From an optimization exercise on the open Yosys and OpenROAD flow, aimed at small area and a short achievable clock period; shortcuts taken in it are not production practice. In this exercise RTL edits were held to simulation tests only and were not proved equivalent to the original.

==> flow/design.v <==
package mips_defs;
    typedef enum logic [2:0] {
        MD_NONE  = 3'd0,
        MD_MULT  = 3'd1,
        MD_MULTU = 3'd2,
        MD_DIV   = 3'd3,
        MD_DIVU  = 3'd4,
        MD_MTHI  = 3'd5,
        MD_MTLO  = 3'd6
    } md_op_e;
endpackage
module md_add35 (
    input  logic [34:0] x,
    input  logic [34:0] y,
    input  logic        ci,
    output logic [34:0] s
);
    logic [35:0] g, p;
    logic [34:0] h;
    always_comb begin
        g[0] = ci;
        p[0] = 1'b0;
        for (int i = 0; i < 35; i++) begin
            g[i+1] = x[i] & y[i];
            p[i+1] = x[i] ^ y[i];
            h[i]   = x[i] ^ y[i];
        end
        for (int l = 1; l < 36; l = l * 2)
            for (int i = 2 * l - 1; i < 36; i += 2 * l) begin
                g[i] = g[i] | (p[i] & g[i-l]);
                p[i] = p[i] & p[i-l];
            end
        for (int l = 16; l >= 1; l = l / 2)
            for (int i = 3 * l - 1; i < 36; i += 2 * l) begin
                g[i] = g[i] | (p[i] & g[i-l]);
                p[i] = p[i] & p[i-l];
            end
        for (int i = 0; i < 35; i++) s[i] = h[i] ^ g[i];
    end
endmodule
module md_cneg (
    input  logic [31:0] x,
    input  logic        en,
    output logic [31:0] y
);
    logic [32:0] c;
    always_comb begin
        c[0] = en;
        for (int i = 0; i < 32; i++) begin
            y[i]   = (x[i] ^ en) ^ c[i];
            c[i+1] = (x[i] ^ en) & c[i];
        end
    end
endmodule
module md_step (
    input  logic        dvj,      
    input  logic [33:0] u,
    input  logic [32:0] ms,       
    input  logic        nz,
    input  logic        two,
    input  logic        negm,     
    input  logic        bneg,     
    input  logic        qp,       
    input  logic        qin,      
    output logic [34:0] s,        
    output logic        q,        
    output logic [33:0] un        
);
    logic [34:0] m35, x, y;
    logic        neg;
    assign neg = dvj ? (qp ^ bneg) : negm;
    assign m35 = {{2{ms[32]}}, ms};
    assign y   = ((two ? {m35[33:0], 1'b0} : m35) & {35{nz}}) ^ {35{neg}};
    assign x   = {u[33], u};
    md_add35 u_add (.x(x), .y(y), .ci(neg), .s(s));
    assign q  = ~s[34];
    assign un = dvj ? {s[32:0], qin} : {s[34], s[34:2]};
endmodule
module md_dp (
    input  logic        busy,
    input  logic        dv,
    input  logic        sg,
    input  logic [3:0]  cnt,
    input  logic        bprev,
    input  logic        aneg_r,
    input  logic [31:0] m,
    input  logic [33:0] ph,
    input  logic [31:0] pl,
    input  logic [31:0] hi,
    input  logic [31:0] lo,
    output logic        last,
    output logic [33:0] ph_n,
    output logic [31:0] pl_n,
    output logic        bprev_n,
    output logic        aneg_n,
    output logic [31:0] hi_r,
    output logic [31:0] lo_r
);
    logic first;
    assign first = (cnt == 4'd0);
    assign last  = dv ? (cnt == 4'd9) : (cnt == 4'd4);
    logic [32:0] ms;
    logic        a_neg, b_neg, div_zero;
    assign ms       = {sg & m[31], m};
    assign b_neg    = sg & m[31];
    assign div_zero = (m == 32'd0);
    assign a_neg    = first ? (sg & pl[31]) : aneg_r;
    logic [31:0] pl_neg, rem_neg;
    md_cneg u_negq (.x(pl), .en(dv & (first ? a_neg : (aneg_r ^ b_neg))), .y(pl_neg));
    md_cneg u_negr (.x(s[0][32:1]), .en(aneg_r), .y(rem_neg));
    logic       fix;
    logic [3:0] dvj, nz, two, negm, qp, qin;
    assign fix = dv & (cnt == 4'd9);
    always_comb begin
        for (int j = 0; j < 4; j++) begin
            logic b2, b1, b0;
            b2 = pl[2*j+1];
            b1 = pl[2*j];
            b0 = (j == 0) ? bprev : pl[2*j-1];
            dvj[j] = dv & ~fix;
            if (dv) begin
                nz[j]   = (j == 0) ? (~fix | ph[33]) : 1'b1;
                two[j]  = fix;
                negm[j] = b_neg;
            end else if (cnt == 4'd4) begin
                nz[j]   = (j == 0) & ~sg & bprev;
                two[j]  = 1'b0;
                negm[j] = 1'b0;
            end else begin
                nz[j]   = (b1 ^ b0) | (b2 ^ b1);
                two[j]  = ~(b1 ^ b0);
                negm[j] = b2 & ~(b1 & b0);
            end
            qin[j] = pl[30-j];
        end
    end
    logic [33:0] u [0:4];
    logic [34:0] s [0:3];
    logic [3:0]  q;
    assign u[0] = ph;
    assign qp   = {q[2:0], ~ph[33]};
    for (genvar j = 0; j < 4; j++) begin : g_step
        md_step u_step (
            .dvj(dvj[j]), .u(u[j]), .ms(ms), .nz(nz[j]), .two(two[j]), .negm(negm[j]),
            .bneg(b_neg), .qp(qp[j]), .qin(qin[j]), .s(s[j]), .q(q[j]), .un(u[j+1])
        );
    end
    always_comb begin
        hi_r = hi;
        lo_r = lo;
        if (busy && last && (!dv || !div_zero)) begin
            hi_r = dv ? rem_neg : s[0][31:0];
            lo_r = pl_neg;
        end
    end
    always_comb begin
        bprev_n = bprev;
        aneg_n  = aneg_r;
        if (dv) begin
            if (first) begin
                aneg_n = a_neg;
                pl_n   = pl_neg;
                ph_n   = {33'd0, pl_neg[31]};
            end else begin
                ph_n = u[4];
                pl_n = {pl[27:0], q[0], q[1], q[2], q[3]};
            end
        end else begin
            ph_n    = u[4];
            pl_n    = {s[3][1:0], s[2][1:0], s[1][1:0], s[0][1:0], pl[31:8]};
            bprev_n = pl[7];
        end
    end
endmodule
module md_unit (
    input  logic        clk,
    input  logic        reset,
    input  logic        start,
    input  logic        cancel,
    input  logic [2:0]  op,
    input  logic [31:0] a,
    input  logic [31:0] b,
    output logic        busy,
    output logic [31:0] hi,
    output logic [31:0] lo
);
    logic        idle;      
    logic        dv;        
    logic        sg;        
    logic [3:0]  cnt;       
    logic        bprev;     
    logic        aneg_r;    
    logic [31:0] m;         
    logic [33:0] ph;        
    logic [31:0] pl;        
    logic        last, bprev_n, aneg_n;
    logic [33:0] ph_n;
    logic [31:0] pl_n, hi_r, lo_r;
    md_dp u_dp (
        .busy(!idle), .dv(dv), .sg(sg), .cnt(cnt), .bprev(bprev), .aneg_r(aneg_r),
        .m(m), .ph(ph), .pl(pl), .hi(hi), .lo(lo),
        .last(last), .ph_n(ph_n), .pl_n(pl_n), .bprev_n(bprev_n), .aneg_n(aneg_n),
        .hi_r(hi_r), .lo_r(lo_r)
    );
    logic go, mthi, mtlo;
    assign go   = start && !cancel && idle;
    assign mthi = go && (op == 3'd5);
    assign mtlo = go && (op == 3'd6);
    logic run;
    assign run = go && (op != 3'd0) && (op[2:1] != 2'b11) && (op != 3'd5);
    always_ff @(posedge clk) begin
        if (reset) begin
            busy <= 1'b0;
            idle <= 1'b1;
            hi   <= '0;
            lo   <= '0;
        end else begin
            hi <= mthi ? a : hi_r;
            lo <= mtlo ? a : lo_r;
            if (!idle) begin
                busy <= !last;
                idle <= last;
            end else begin
                busy <= run;
                idle <= !run;
            end
        end
    end
    always_ff @(posedge clk) begin
        if (idle) begin
            m     <= b;
            pl    <= a;
            ph    <= '0;
            cnt   <= '0;
            bprev <= 1'b0;
            dv    <= op[2] | (op[1] & op[0]);    
            sg    <= (op == 3'd1) || (op == 3'd3);
        end else begin
            cnt    <= cnt + 4'd1;
            ph     <= ph_n;
            pl     <= pl_n;
            bprev  <= bprev_n;
            aneg_r <= aneg_n;
        end
    end
endmodule
export LEC_CHECK = 0
export ABC_AREA = 1
export CAP_MARGIN = 20
export CORE_MARGIN = 2
export CORE_UTILIZATION = 40
export SLEW_MARGIN = 20
export SYNTH_HIERARCHICAL = 1
export SYNTH_MINIMUM_KEEP_SIZE = 2000
create_clock -name core_clock -period 100.0 [get_ports {clk}]
standard.sh (not shown) runs the stock make flow with config.mk's settings and CLKGATE_MAP_FILE= SYNTH_SCRIPT=/design/flow/synth_recipe.tcl, a recipe that flattens the netlist after the stock synthesis.
==> flow/flow/run.sh <==
#!/bin/bash
# The standard layout (standard.sh) with these changes:
#  - synthesis maps with ORFS's ABC area script without its upsize step (flow/abc_area.script),
#  - the ports get plain buffers (buf_1) instead of delay cells,
#  - clock tree synthesis uses a clkbuf_16 root, clkbuf_8 elsewhere, and no dummy loads.
# Tool output: standard_make.log here and ORFS's own logs under orfs/logs.
set -euo pipefail
W=$(pwd)
rm -rf "$W/orfs_scripts"
cp -r "$FLOW_HOME/scripts" "$W/orfs_scripts"
cp "$W/flow/abc_area.script" "$W/orfs_scripts/abc_area.script"
export SCRIPTS_DIR="$W/orfs_scripts"
export BUFFER_PORTS_ARGS="-buffer_cell sky130_fd_sc_hd__buf_1"
export CTS_ARGS="-sink_clustering_enable -repair_clock_nets -dont_use_dummy_load -root_buf sky130_fd_sc_hd__clkbuf_16 -buf_list sky130_fd_sc_hd__clkbuf_8"
bash standard.sh > standard_make.log 2>&1
==> flow/flow/abc_area.script <==
strash
dch
map -B 0.9
topo
stime -c
buffer -c
dnsize -c
Rerun with:
--- a/flow/design.v
+++ b/flow/design.v
@@ -40,18 +40,18 @@
 endmodule
 module md_cneg (
     input  logic [31:0] x,
     input  logic        en,
     output logic [31:0] y
 );
-    logic [32:0] c;
-    always_comb begin
-        c[0] = en;
+    logic [32:0] o;      
+    always_comb begin
+        o[0] = 1'b0;
         for (int i = 0; i < 32; i++) begin
-            y[i]   = (x[i] ^ en) ^ c[i];
-            c[i+1] = (x[i] ^ en) & c[i];
+            y[i]   = x[i] ^ (en & o[i]);
+            o[i+1] = o[i] | x[i];
         end
     end
 endmodule
 module md_step (
     input  logic        dvj,      
     input  logic [33:0] u,
Worst hold slack stays flat.
Cell count is lower by 0.67%.
Cell area came out lower by 3.3%.
Count of clock-buffer cells in the layout does not change.

## port drivers added, routing unchanged
Ports are ideal in the flow. The routed layouts listed here were re-timed in OpenROAD. Step 1 sets driving cells, clkbuf_16 on the clock port and buf_2 on the other inputs (assumed; they add their load-dependent delay and slew). Step 2 moves the port delays by t, midway between the first and last clock arrival at a register: inputs arrive t later, outputs are due t later. That takes back most of the time a late clock gives input paths. Three values: no drivers, after step 1, after step 2; two values: the first two.
| run | t, ns | setup slack, ns | worst hold slack (ns) |
|---|---|---|---|
| the first run | 0.493 | 78.944 / 78.890 / 78.628 | 0.485 / 0.485 / 0.485 |
| the second run | 0.495 | 78.802 / 78.802 / 78.499 | 0.485 / 0.485 / 0.485 |
After both steps setup and hold are still met in every run listed. The setup slack of the first run, which loses most, moves by -0.054 ns with the drivers and by -0.316 ns with both steps.
